From an optimization exercise on the open Yosys and OpenROAD flow, aimed at small area and few clock cycles per item; shortcuts taken in it are not production practice. Function was checked by simulation only, so behaviour that the tests miss may differ from the original. No activity file was given, so power comes from the tool's default toggle rates.

==> inputs of harbor <==
Design box_redact_blend_mosaic_core, start of the top module:
module box_redact_blend_mosaic_core (
  input  wire logic                             clk_i,
  input  wire logic                             rst_ni,
  input  wire logic                             cfg_we_i,
  input  wire logic [brbm_pkg::CFG_IDX_W-1:0]   cfg_index_i,
  input  wire logic [brbm_pkg::CFG_DATA_W-1:0]  cfg_data_i,
  input  wire logic                             in_valid_i,
  output logic                                  in_stall_o,
  input  wire logic [brbm_pkg::COORD_W-1:0]     col_i,
  input  wire logic [brbm_pkg::COORD_W-1:0]     row_index_i,
  input  wire logic [brbm_pkg::SAMPLE_W-1:0]    luma_in_i,
  input  wire logic [brbm_pkg::SAMPLE_W-1:0]    cb_in_i,
  input  wire logic [brbm_pkg::SAMPLE_W-1:0]    cr_in_i,
  output logic                                  out_valid_o,
  input  wire logic                             out_stall_i,
  output logic [brbm_pkg::SAMPLE_W-1:0]         luma_out_o,
  output logic [brbm_pkg::SAMPLE_W-1:0]         cb_out_o,
  output logic [brbm_pkg::SAMPLE_W-1:0]         cr_out_o
);
==> module box_redact_blend_mosaic_core, before the edit <==
module box_redact_blend_mosaic_core (
  input  wire logic                             clk_i,
  input  wire logic                             rst_ni,
  input  wire logic                             cfg_we_i,
  input  wire logic [brbm_pkg::CFG_IDX_W-1:0]   cfg_index_i,
  input  wire logic [brbm_pkg::CFG_DATA_W-1:0]  cfg_data_i,
  input  wire logic                             in_valid_i,
  output logic                                  in_stall_o,
  input  wire logic [brbm_pkg::COORD_W-1:0]     col_i,
  input  wire logic [brbm_pkg::COORD_W-1:0]     row_index_i,
  input  wire logic [brbm_pkg::SAMPLE_W-1:0]    luma_in_i,
  input  wire logic [brbm_pkg::SAMPLE_W-1:0]    cb_in_i,
  input  wire logic [brbm_pkg::SAMPLE_W-1:0]    cr_in_i,
  output logic                                  out_valid_o,
  input  wire logic                             out_stall_i,
  output logic [brbm_pkg::SAMPLE_W-1:0]         luma_out_o,
  output logic [brbm_pkg::SAMPLE_W-1:0]         cb_out_o,
  output logic [brbm_pkg::SAMPLE_W-1:0]         cr_out_o
);
  localparam int COORD_W    = brbm_pkg::COORD_W;
  localparam int SAMPLE_W   = brbm_pkg::SAMPLE_W;
  localparam int EDGE_W     = brbm_pkg::EDGE_W;
  localparam int CFG_DATA_W = brbm_pkg::CFG_DATA_W;
  logic [COORD_W-1:0]    box_left_q, box_top_q;
  logic [EDGE_W-1:0]     box_right_q, box_bottom_q;
  logic                  mode_q;
  logic [CFG_DATA_W-1:0] fill_q;
  always_ff @(posedge clk_i or negedge rst_ni) begin
    if (!rst_ni) begin
      box_left_q   <= '0;
      box_right_q  <= '0;
      box_top_q    <= '0;
      box_bottom_q <= '0;
      mode_q       <= brbm_pkg::MODE_MOSAIC;
      fill_q       <= '0;
    end else if (cfg_we_i) begin
      case (cfg_index_i)
        brbm_pkg::CFG_BOX_LEFT:    box_left_q   <= cfg_data_i[COORD_W-1:0];
        brbm_pkg::CFG_BOX_RIGHT:   box_right_q  <= cfg_data_i[EDGE_W-1:0];
        brbm_pkg::CFG_BOX_TOP:     box_top_q    <= cfg_data_i[COORD_W-1:0];
        brbm_pkg::CFG_BOX_BOTTOM:  box_bottom_q <= cfg_data_i[EDGE_W-1:0];
        brbm_pkg::CFG_REDACT_MODE: mode_q       <= cfg_data_i[0];
        brbm_pkg::CFG_FILL_YUVA:   fill_q       <= cfg_data_i;
        default: ;
      endcase
    end
  end
  logic v_q, en, full, take;
  assign en         = !v_q || !out_stall_i;
  assign in_stall_o = !en || full;
  assign take       = in_valid_i && !in_stall_o;
  always_ff @(posedge clk_i or negedge rst_ni) begin
    if (!rst_ni) begin
      v_q <= 1'b0;
    end else if (en) begin
      v_q <= take;
    end
  end
  logic in_box, corner;
  logic [3*SAMPLE_W-1:0] pix, rdata;
  assign pix    = {luma_in_i, cb_in_i, cr_in_i};
  function automatic logic lt13(input logic [EDGE_W-1:0] a, input logic [EDGE_W-1:0] b);
    logic lt, eq;
    lt = 1'b0;
    eq = 1'b1;
    for (int i = EDGE_W - 1; i >= 0; i--) begin
      lt = lt | (eq & ~a[i] & b[i]);
      eq = eq & ~(a[i] ^ b[i]);
    end
    lt13 = lt;
  endfunction
  assign in_box = !lt13({1'b0, col_i}, {1'b0, box_left_q}) && lt13({1'b0, col_i}, box_right_q) &&
                  !lt13({1'b0, row_index_i}, {1'b0, box_top_q}) &&
                  lt13({1'b0, row_index_i}, box_bottom_q);
  assign corner = (col_i[5:0] == 6'd0) && (row_index_i[5:0] == 6'd0);
  brbm_corner_store #(
    .DEPTH (64),
    .AW    (6),
    .DW    (3*SAMPLE_W),
    .NINS  (4)
  ) u_store (
    .clk_i   (clk_i),
    .rst_ni  (rst_ni),
    .we_i    (take && corner),
    .addr_i  (col_i[11:6]),
    .wdata_i (pix),
    .rdata_o (rdata),
    .full_o  (full)
  );
  logic [3*SAMPLE_W-1:0] mix_th, data;
  logic [2:0]            mix_c, inc;
  brbm_blend u_blend_y  (.s(luma_in_i), .f(fill_q[31:24]), .a(fill_q[7:0]),
                         .th(mix_th[23:16]), .c(mix_c[2]));
  brbm_blend u_blend_cb (.s(cb_in_i),   .f(fill_q[23:16]), .a(fill_q[7:0]),
                         .th(mix_th[15:8]),  .c(mix_c[1]));
  brbm_blend u_blend_cr (.s(cr_in_i),   .f(fill_q[15:8]),  .a(fill_q[7:0]),
                         .th(mix_th[7:0]),   .c(mix_c[0]));
  always_comb begin
    inc = 3'b000;
    if (!in_box)                               data = pix;
    else if (mode_q == brbm_pkg::MODE_SOLID) begin
      data = mix_th;
      inc  = mix_c;
    end
    else if (corner)                           data = pix;
    else                                       data = rdata;
  end
  logic [3*SAMPLE_W-1:0] data_q;
  logic [2:0]            inc_q;
  always_ff @(posedge clk_i) begin
    if (en) begin
      data_q <= data;
      inc_q  <= inc;
    end
  end
  assign luma_out_o  = data_q[23:16] + SAMPLE_W'(inc_q[2]);
  assign cb_out_o    = data_q[15:8]  + SAMPLE_W'(inc_q[1]);
  assign cr_out_o    = data_q[7:0]   + SAMPLE_W'(inc_q[0]);
  assign out_valid_o = v_q;
endmodule
Settings: LEC_CHECK=0, CAP_MARGIN=10, CORE_MARGIN=2, CORE_UTILIZATION=60, SLEW_MARGIN=10; clock period 6.5 ns.
standard.sh (not shown) runs the stock make flow with config.mk's settings and CLKGATE_MAP_FILE= SYNTH_SCRIPT=/design/flow/synth_recipe.tcl, a recipe that flattens the netlist after the stock synthesis.
==> flow/flow/run.sh <==
#!/bin/bash
# Layout: the standard flow (standard.sh) with three changes:
#  - synthesis is synth_recipe.tcl unchanged, but ABC maps the logic with an
#    area-oriented script (flow/area.abc); registers are mapped before ABC
#    and are the standard synthesis's;
#  - ports are buffered with the smallest buffer;
#  - the clock tree is built from clkbuf_4/clkbuf_8 without dummy loads,
#    with sink clusters of up to 16 flip-flops.
# Each make run's output goes to its own log file here; ORFS's per-step logs
# are under orfs/logs.
set -euo pipefail
W=$PWD
export MY_ABC_SCRIPT=$W/flow/area.abc
cat "$W/flow/abc_override.tcl" "$W/synth_recipe.tcl" > "$W/my_synth.tcl"
bash "$W/standard.sh" "SYNTH_SCRIPT=$W/my_synth.tcl" \
  "BUFFER_PORTS_ARGS=-inputs -outputs -buffer_cell sky130_fd_sc_hd__buf_1" \
  "CTS_ARGS=-sink_clustering_enable -repair_clock_nets -dont_use_dummy_load -sink_clustering_size 16 -sink_clustering_max_diameter 50 -buf_list {sky130_fd_sc_hd__clkbuf_4 sky130_fd_sc_hd__clkbuf_8}" \
  finish > "$W/make_finish.log" 2>&1
==> flow/flow/abc_override.tcl <==
# Technology mapping with an area-oriented ABC script (MY_ABC_SCRIPT) in place
# of the one the synthesis script names; the rest of the synthesis is the standard flow's.
proc abc {args} {
  set i [lsearch -exact $args -script]
  if {$i >= 0 && [info exists ::env(MY_ABC_SCRIPT)]} {
    lset args [expr {$i + 1}] $::env(MY_ABC_SCRIPT)
  }
  yosys abc {*}$args
}
==> flow/flow/area.abc <==
strash; dch; map -a; topo; dnsize
==> garnet: changes against harbor <==
--- a/flow/design.v
+++ b/flow/design.v
@@ -181,15 +181,15 @@
   assign c  = u[8];
 endmodule
 `default_nettype none
 module brbm_corner_store #(
   parameter int DEPTH = 64,
   parameter int AW    = 6,
   parameter int DW    = 24,
-  parameter int NINS  = 4
+  parameter int NINS  = 2
 ) (
   input  wire logic          clk_i,
   input  wire logic          rst_ni,
   input  wire logic          we_i,
   input  wire logic [AW-1:0] addr_i,
   input  wire logic [DW-1:0] wdata_i,
   output logic      [DW-1:0] rdata_o,
@@ -351,15 +351,15 @@
                   !lt13({1'b0, row_index_i}, {1'b0, box_top_q}) &&
                   lt13({1'b0, row_index_i}, box_bottom_q);
   assign corner = (col_i[5:0] == 6'd0) && (row_index_i[5:0] == 6'd0);
   brbm_corner_store #(
     .DEPTH (64),
     .AW    (6),
     .DW    (3*SAMPLE_W),
-    .NINS  (4)
+    .NINS  (2)
   ) u_store (
     .clk_i   (clk_i),
     .rst_ni  (rst_ni),
     .we_i    (take && corner),
     .addr_i  (col_i[11:6]),
     .wdata_i (pix),
     .rdata_o (rdata),
- CAP_MARGIN: 10 -> 0
- CORE_UTILIZATION: 60 -> 70
- GPL_TIMING_DRIVEN: not set -> 0
- SETUP_SLACK_MARGIN: not set -> 0.3
- SLEW_MARGIN: 10 -> 0
==> willow: changes against harbor <==
--- a/flow/design.v
+++ b/flow/design.v
@@ -333,27 +333,16 @@
     end else if (en) begin
       v_q <= take;
     end
   end
   logic in_box, corner;
   logic [3*SAMPLE_W-1:0] pix, rdata;
   assign pix    = {luma_in_i, cb_in_i, cr_in_i};
-  function automatic logic lt13(input logic [EDGE_W-1:0] a, input logic [EDGE_W-1:0] b);
-    logic lt, eq;
-    lt = 1'b0;
-    eq = 1'b1;
-    for (int i = EDGE_W - 1; i >= 0; i--) begin
-      lt = lt | (eq & ~a[i] & b[i]);
-      eq = eq & ~(a[i] ^ b[i]);
-    end
-    lt13 = lt;
-  endfunction
-  assign in_box = !lt13({1'b0, col_i}, {1'b0, box_left_q}) && lt13({1'b0, col_i}, box_right_q) &&
-                  !lt13({1'b0, row_index_i}, {1'b0, box_top_q}) &&
-                  lt13({1'b0, row_index_i}, box_bottom_q);
+  assign in_box = (col_i >= box_left_q) && ({1'b0, col_i} < box_right_q) &&
+                  (row_index_i >= box_top_q) && ({1'b0, row_index_i} < box_bottom_q);
   assign corner = (col_i[5:0] == 6'd0) && (row_index_i[5:0] == 6'd0);
   brbm_corner_store #(
     .DEPTH (64),
     .AW    (6),
     .DW    (3*SAMPLE_W),
     .NINS  (4)
   ) u_store (
==> flow/run.sh (new file) <==
#!/bin/bash
# synth_recipe.tcl (not shown) runs the flow's synth.tcl, then flattens the netlist and writes it again
# the make line also repeats each setting of config.mk as NAME=value (left out here)
make -C /OpenROAD-flow-scripts/flow DESIGN_CONFIG=/design/flow/config.mk WORK_HOME=/design/flow/orfs CLKGATE_MAP_FILE= SYNTH_SCRIPT=/design/flow/synth_recipe.tcl finish
- CAP_MARGIN: 10 -> 0
- CTS_BUF_LIST: not set -> sky130_fd_sc_hd__clkbuf_4 sky130_fd_sc_hd__clkbuf_8
- SLEW_MARGIN: 10 -> 0
removed: flow/flow/run.sh
removed: flow/flow/abc_override.tcl
removed: flow/flow/area.abc
removed: flow/standard.sh
==> notes.md <==
Design area: garnet < harbor < willow.
Sequential power: harbor is larger than garnet (about 10%).
Against willow, the combinational power of garnet is smaller by about 32%.
garnet went through all stages and came out clean. willow finished with capacitance limit, slew limit left. harbor passed the timing, design-rule and antenna checks.
Of harbor and garnet, garnet has the higher routed wire length (gap 0.88%, measured against garnet).
In garnet the clock power is lower than in willow, by 48%.
Between harbor and willow, the lower register-to-register slack is in harbor (gap 0.16 ns).
In sequential cell count, garnet and harbor do not differ.
==> figures <==
|  | harbor | willow | garnet |
|---|---|---|---|
| Run status | finished clean | complete, but fails checks | finished clean |
| Violated checks | - | capacitance limit, slew limit | - |
| Global-route wire length before repair | 237100 um | 332100 um | 225100 um |
| Weighted congestion reported at the end of routability-driven placement | 0.9122 | 1.030 | 0.8953 |
| FF+latch area | 35690 um2 | 35690 um2 | 35710 um2 |
| Mean area per synthesized cell | 11.71 um2 | 11.83 um2 | 11.94 um2 |
| Critical-path maximum fanout | 22 | 17 | 19 |
| Group with the largest share of power | registers | combinational cells | registers |
| Largest net degree at the start of global routing | 65 | 52 | 64 |
| Power consumption | 28.22 mW | 34.86 mW | 25.88 mW |
| Final core utilization | 67.18% | 72.37% | 77.31% |
| Yosys top cell area share | 56.11% | 51.60% | 56.58% |
| Kind of critical path | flip-flop to flip-flop | input pin to flip-flop | input pin to flip-flop |
| Simple-gate share of the synthesized area | 7.620% | 7.116% | 6.991% |
| Max Clk Rate | 167.6 MHz | 168.7 MHz | 164.7 MHz |
| Count of cells resized by post-cts repair | 0 | 0 | 1 |
| Die ar. | 93780 um2 | 101900 um2 | 79890 um2 |
Testbench counts of harbor, summed over its fixed seeds: cycles 66,591, items 65,536.
Testbench counts of garnet, summed over its fixed seeds: cycles 66,870, items 65,536.
Testbench counts of willow, summed over its fixed seeds: cycles 66,591, items 65,536.

-- afterwards: timing with drivers on the ports --
No port has a modelled driver above. Below, the same layouts with a new extraction and two added sets of constraints.
Step 1, drivers: a clkbuf_16 drives clk_i and a buf_2 each remaining input, both assumed.
Step 2 moves the port delays by t, midway between the first and last clock arrival at a register: inputs arrive t later, outputs are due t later. That takes back most of the time a late clock gives input paths.
Three values: ideal, step 1, step 2; two values: the first two.
run	t, ns	slack for setup (ns)	worst hold slack (ns)
harbor	0.871	0.535 / 0.535 / 0.061	0.290 / 0.290 / 0.290
garnet	0.859	0.427 / 0.472 / -0.387	0.307 / 0.307 / 0.307
willow	1.002	0.572 / 0.576 / -0.426	0.291 / 0.291 / 0.291
For willow, which loses most, drivers alone change the setup slack by +0.004 ns; drivers and shift together by -0.998 ns.
